Context: an optimization exercise on an open-source flow, tuned for a short achievable clock period. The choices shown serve that exercise and are no tape-out recipe. Function was checked by simulation only, so behaviour that the tests miss may differ from the original. No driver is modelled on the clock port, so clocking that relies on it looks cheaper here than on a real chip. Power figures rest on the tool's default switching activity, not on a simulated workload.

// branch_predictor
module branch_predictor #(
  parameter int ENTRIES = 16,
  parameter int INDEX_W = 4
) (
  input  logic        clk_i,
  input  logic        rst_i,
  input  logic [31:0] fetch_pc_i,
  output logic [31:0] next_pc_o,
  output logic        pred_taken_o,
  output logic [31:0] pred_target_o,
  input  logic        mem_stall_i,
  input  logic        upd_valid_i,
  input  logic [31:0] upd_pc_i,
  input  logic        upd_taken_i,
  input  logic [31:0] upd_target_i,
  input  logic        upd_pred_taken_i,
  input  logic [31:0] upd_pred_target_i,
  output logic        mispredict_o,
  output logic [31:0] redirect_pc_o,
  output logic [31:0] branch_cnt_o,
  output logic [31:0] mispred_cnt_o
);
Size: about 3400 cells after synthesis.
export LEC_CHECK = 0
export ABC_CLOCK_PERIOD_IN_PS = 4000
export CAP_MARGIN = 20
export CORE_MARGIN = 2
export CORE_UTILIZATION = 40
export SETUP_SLACK_MARGIN = 2.5
export SLEW_MARGIN = 20
export SYNTH_HIERARCHICAL = 1
create_clock -name core_clock -period 7.0 [get_ports {clk_i}]
standard.sh (not shown) runs the stock make flow with config.mk's settings and CLKGATE_MAP_FILE= SYNTH_SCRIPT=/design/flow/synth_recipe.tcl, a recipe that flattens the netlist after the stock synthesis.
==> flow/flow/run.sh <==
#!/bin/bash
# Standard layout, with the delay cells (clkdlybuf4s*, dlygate*, dlymetal*,
# dlybuf*) kept out of port buffering and timing repair. Synthesis is the
# standard one, run unchanged first; the later steps source flow/dont_use.tcl
# through ORFS's PRE_<step>_TCL hooks. Each tool's output goes to a log here.
set -euo pipefail
H="$PWD/flow/dont_use.tcl"
bash standard.sh synth > synth.log 2>&1
bash standard.sh \
  PRE_FLOORPLAN_TCL="$H" PRE_GLOBAL_PLACE_TCL="$H" PRE_RESIZE_TCL="$H" \
  PRE_DETAIL_PLACE_TCL="$H" PRE_CTS_TCL="$H" PRE_GLOBAL_ROUTE_TCL="$H" \
  PRE_DETAIL_ROUTE_TCL="$H" PRE_FILLCELL_TCL="$H" \
  POST_CTS_TCL="$PWD/flow/cts_post.tcl" \
  finish > layout.log 2>&1
==> flow/flow/cts_post.tcl <==
# Extra setup repair after CTS's own, with a larger margin, then legalize.
estimate_parasitics -placement
repair_timing -setup -setup_margin 3.0 -verbose
detailed_placement
check_placement -verbose
estimate_parasitics -placement
puts "after extra cts repair: worst slack [worst_slack -max]"
==> flow/flow/dont_use.tcl <==
# Keep delay cells out of port buffering and timing repair.
set_dont_use [get_lib_cells {sky130_fd_sc_hd__clkdlybuf4s* sky130_fd_sc_hd__dlygate* sky130_fd_sc_hd__dlymetal* sky130_fd_sc_hd__dlybuf*}]
Change:
--- a/flow/flow/run.sh
+++ b/flow/flow/run.sh
@@ -12,3 +12,2 @@
   PRE_DETAIL_ROUTE_TCL="$H" PRE_FILLCELL_TCL="$H" \
-  POST_CTS_TCL="$PWD/flow/cts_post.tcl" \
   finish > layout.log 2>&1
removed: flow/flow/cts_post.tcl
What happened: Hold slack is about the same. Sequential power barely changes. Total power came out lower by about 0.3%. Critical path depth does not change. Die area does not change.

branch_predictor, a different RTL version from the one above (not shown whole).
Size in the first run: roughly 3300 cells after synthesis, about 1000 flip-flops, ~300 I/O pins, about 0.048 sq mm of cells after synthesis.
==> flow/design.v (excerpt) <==
module branch_predictor #(
  parameter int ENTRIES = 16,
  parameter int INDEX_W = 4
) (
  input  logic        clk_i,
  input  logic        rst_i,
  input  logic [31:0] fetch_pc_i,
  output logic [31:0] next_pc_o,
  output logic        pred_taken_o,
  output logic [31:0] pred_target_o,
  input  logic        mem_stall_i,
  input  logic        upd_valid_i,
  input  logic [31:0] upd_pc_i,
  input  logic        upd_taken_i,
  input  logic [31:0] upd_target_i,
  input  logic        upd_pred_taken_i,
  input  logic [31:0] upd_pred_target_i,
  output logic        mispredict_o,
  output logic [31:0] redirect_pc_o,
  output logic [31:0] branch_cnt_o,
  output logic [31:0] mispred_cnt_o
);
==> flow/config.mk <==
export PLATFORM = sky130hd
export DESIGN_NAME = branch_predictor
export DESIGN_NICKNAME = branch_predictor
export VERILOG_FILES = /design/flow/design.v
export SDC_FILE = /design/flow/constraint.sdc
export NUM_CORES = 4
export LEC_CHECK = 0
export ABC_CLOCK_PERIOD_IN_PS = 4000
export CAP_MARGIN = 20
export CORE_MARGIN = 2
export CORE_UTILIZATION = 40
export SETUP_SLACK_MARGIN = 2.0
export SLEW_MARGIN = 20
export SYNTH_HIERARCHICAL = 1
==> flow/constraint.sdc <==
create_clock -name core_clock -period 7.0 [get_ports {clk_i}]
set_input_delay 1.4000 -clock core_clock [delete_from_list [all_inputs] [get_ports {clk_i}]]
set_output_delay 1.4000 -clock core_clock [all_outputs]
set_load 0.01 [all_outputs]
run.sh (not shown) runs the stock make flow with config.mk's settings and CLKGATE_MAP_FILE= SYNTH_SCRIPT=/design/flow/synth_recipe.tcl, a recipe that flattens the netlist after the stock synthesis.
Stock flow here: none of the scripts above is used.
The first run finished clean.
Edit:
Settings changed: SETUP_SLACK_MARGIN 2.0 to 3.0.
Final cell count goes up by 3.9%.
Power goes up by 3.2%.
First-iteration DRC count goes up by 8.0%.

branch_predictor, a different RTL version from the one above (not shown whole).
Size in the first run: roughly 3500 cells after synthesis, ~300 I/O pins, about 0.050 mm² of cells after synthesis.
// branch_predictor
module branch_predictor #(
  parameter int ENTRIES = 16,
  parameter int INDEX_W = 4
) (
  input  logic        clk_i,
  input  logic        rst_i,
  input  logic [31:0] fetch_pc_i,
  output logic [31:0] next_pc_o,
  output logic        pred_taken_o,
  output logic [31:0] pred_target_o,
  input  logic        mem_stall_i,
  input  logic        upd_valid_i,
  input  logic [31:0] upd_pc_i,
  input  logic        upd_taken_i,
  input  logic [31:0] upd_target_i,
  input  logic        upd_pred_taken_i,
  input  logic [31:0] upd_pred_target_i,
  output logic        mispredict_o,
  output logic [31:0] redirect_pc_o,
  output logic [31:0] branch_cnt_o,
  output logic [31:0] mispred_cnt_o
);
export LEC_CHECK = 0
export ABC_CLOCK_PERIOD_IN_PS = 4000
export CAP_MARGIN = 20
export CORE_MARGIN = 2
export CORE_UTILIZATION = 40
export SETUP_SLACK_MARGIN = 2.5
export SLEW_MARGIN = 20
export SYNTH_HIERARCHICAL = 1
create_clock -name core_clock -period 7.0 [get_ports {clk_i}]
standard.sh (not shown) runs the stock make flow with config.mk's settings and CLKGATE_MAP_FILE= SYNTH_SCRIPT=/design/flow/synth_recipe.tcl, a recipe that flattens the netlist after the stock synthesis.
==> flow/flow/run.sh <==
#!/bin/bash
# Standard layout, with the delay cells (clkdlybuf4s*, dlygate*, dlymetal*,
# dlybuf*), buf_1, bufbuf_* and clkinvlp_* kept out of port buffering and
# timing repair. Synthesis is the
# standard one, run unchanged first; the later steps source flow/dont_use.tcl
# through ORFS's PRE_<step>_TCL hooks. Each tool's output goes to a log here.
set -euo pipefail
H="$PWD/flow/dont_use.tcl"
bash standard.sh synth > synth.log 2>&1
bash standard.sh \
  PRE_FLOORPLAN_TCL="$H" PRE_GLOBAL_PLACE_TCL="$H" PRE_RESIZE_TCL="$H" \
  PRE_DETAIL_PLACE_TCL="$H" PRE_CTS_TCL="$H" PRE_GLOBAL_ROUTE_TCL="$H" \
  PRE_DETAIL_ROUTE_TCL="$H" PRE_FILLCELL_TCL="$H" \
  finish > layout.log 2>&1
==> flow/flow/dont_use.tcl <==
# Keep delay cells, the weakest buffers and low-power clock inverters out of
# port buffering and timing repair.
set_dont_use [get_lib_cells {sky130_fd_sc_hd__clkdlybuf4s* sky130_fd_sc_hd__dlygate* sky130_fd_sc_hd__dlymetal* sky130_fd_sc_hd__dlybuf* sky130_fd_sc_hd__buf_1 sky130_fd_sc_hd__clkinvlp_* sky130_fd_sc_hd__bufbuf_*}]
The first run finished with timing, DRC and antenna clean.
Then changed:
--- a/flow/flow/run.sh
+++ b/flow/flow/run.sh
@@ -1,6 +1,5 @@
 #!/bin/bash
 # Standard layout, with the delay cells (clkdlybuf4s*, dlygate*, dlymetal*,
-# dlybuf*), buf_1, bufbuf_* and clkinvlp_* kept out of port buffering and
-# timing repair. Synthesis is the
+# dlybuf*) kept out of port buffering and timing repair. Synthesis is the
 # standard one, run unchanged first; the later steps source flow/dont_use.tcl
 # through ORFS's PRE_<step>_TCL hooks. Each tool's output goes to a log here.
==> flow/flow/dont_use.tcl (replaced) <==
# Keep delay cells out of port buffering and timing repair.
set_dont_use [get_lib_cells {sky130_fd_sc_hd__clkdlybuf4s* sky130_fd_sc_hd__dlygate* sky130_fd_sc_hd__dlymetal* sky130_fd_sc_hd__dlybuf*}]
The changed run passed the timing, DRC and antenna checks.
Core utilization hardly moves.
Worst hold slack is better by 9.8 ps.
Worst setup slack is better by 21 ps.
Area after synthesis is unchanged.
Clock-buffer cell count goes down by 12.
Die area does not change.

static timing again, ports no longer ideal:
The results above use ideal ports. As a check the final layouts listed here were re-extracted and re-timed, cells and wires unchanged. Step 1 assumes that a clkbuf_16 drives the clock port and a buf_2 every other input. Step 2, shift: input delay + t, output delay - t, t = (earliest + latest rising clock arrival at the registers) / 2. This alone moves slack from input paths to output paths. Three values: ideal, step 1, step 2; two values: the first two.
run | t (ns) | setup WS [ns] | worst setup path at the end | slew at the worst register clock pin (ns)
the first run of note 1 | 0.790 | 2.098 / 1.946 / 1.196 | input to register | 0.07 / 0.07
the second run of note 1 | 0.790 | 2.079 / 1.940 / 1.339 | input to register | 0.07 / 0.07
the first run of note 2 | 0.801 | 1.872 / 1.819 / 1.121 | input to register | 0.07 / 0.07
the second run of note 2 | 0.792 | 1.843 / 1.797 / 1.690 | input to register | 0.07 / 0.07
the first run of note 3 | 0.786 | 2.217 / 2.028 / 1.499 | input to register | 0.07 / 0.07
the second run of note 3 | 0.803 | 2.238 / 2.064 / 1.368 | input to register | 0.07 / 0.07
After both steps every run listed still meets setup and hold. The setup slack of the first run of note 1, which loses most, moves by -0.152 ns with the drivers and by -0.902 ns with both steps.
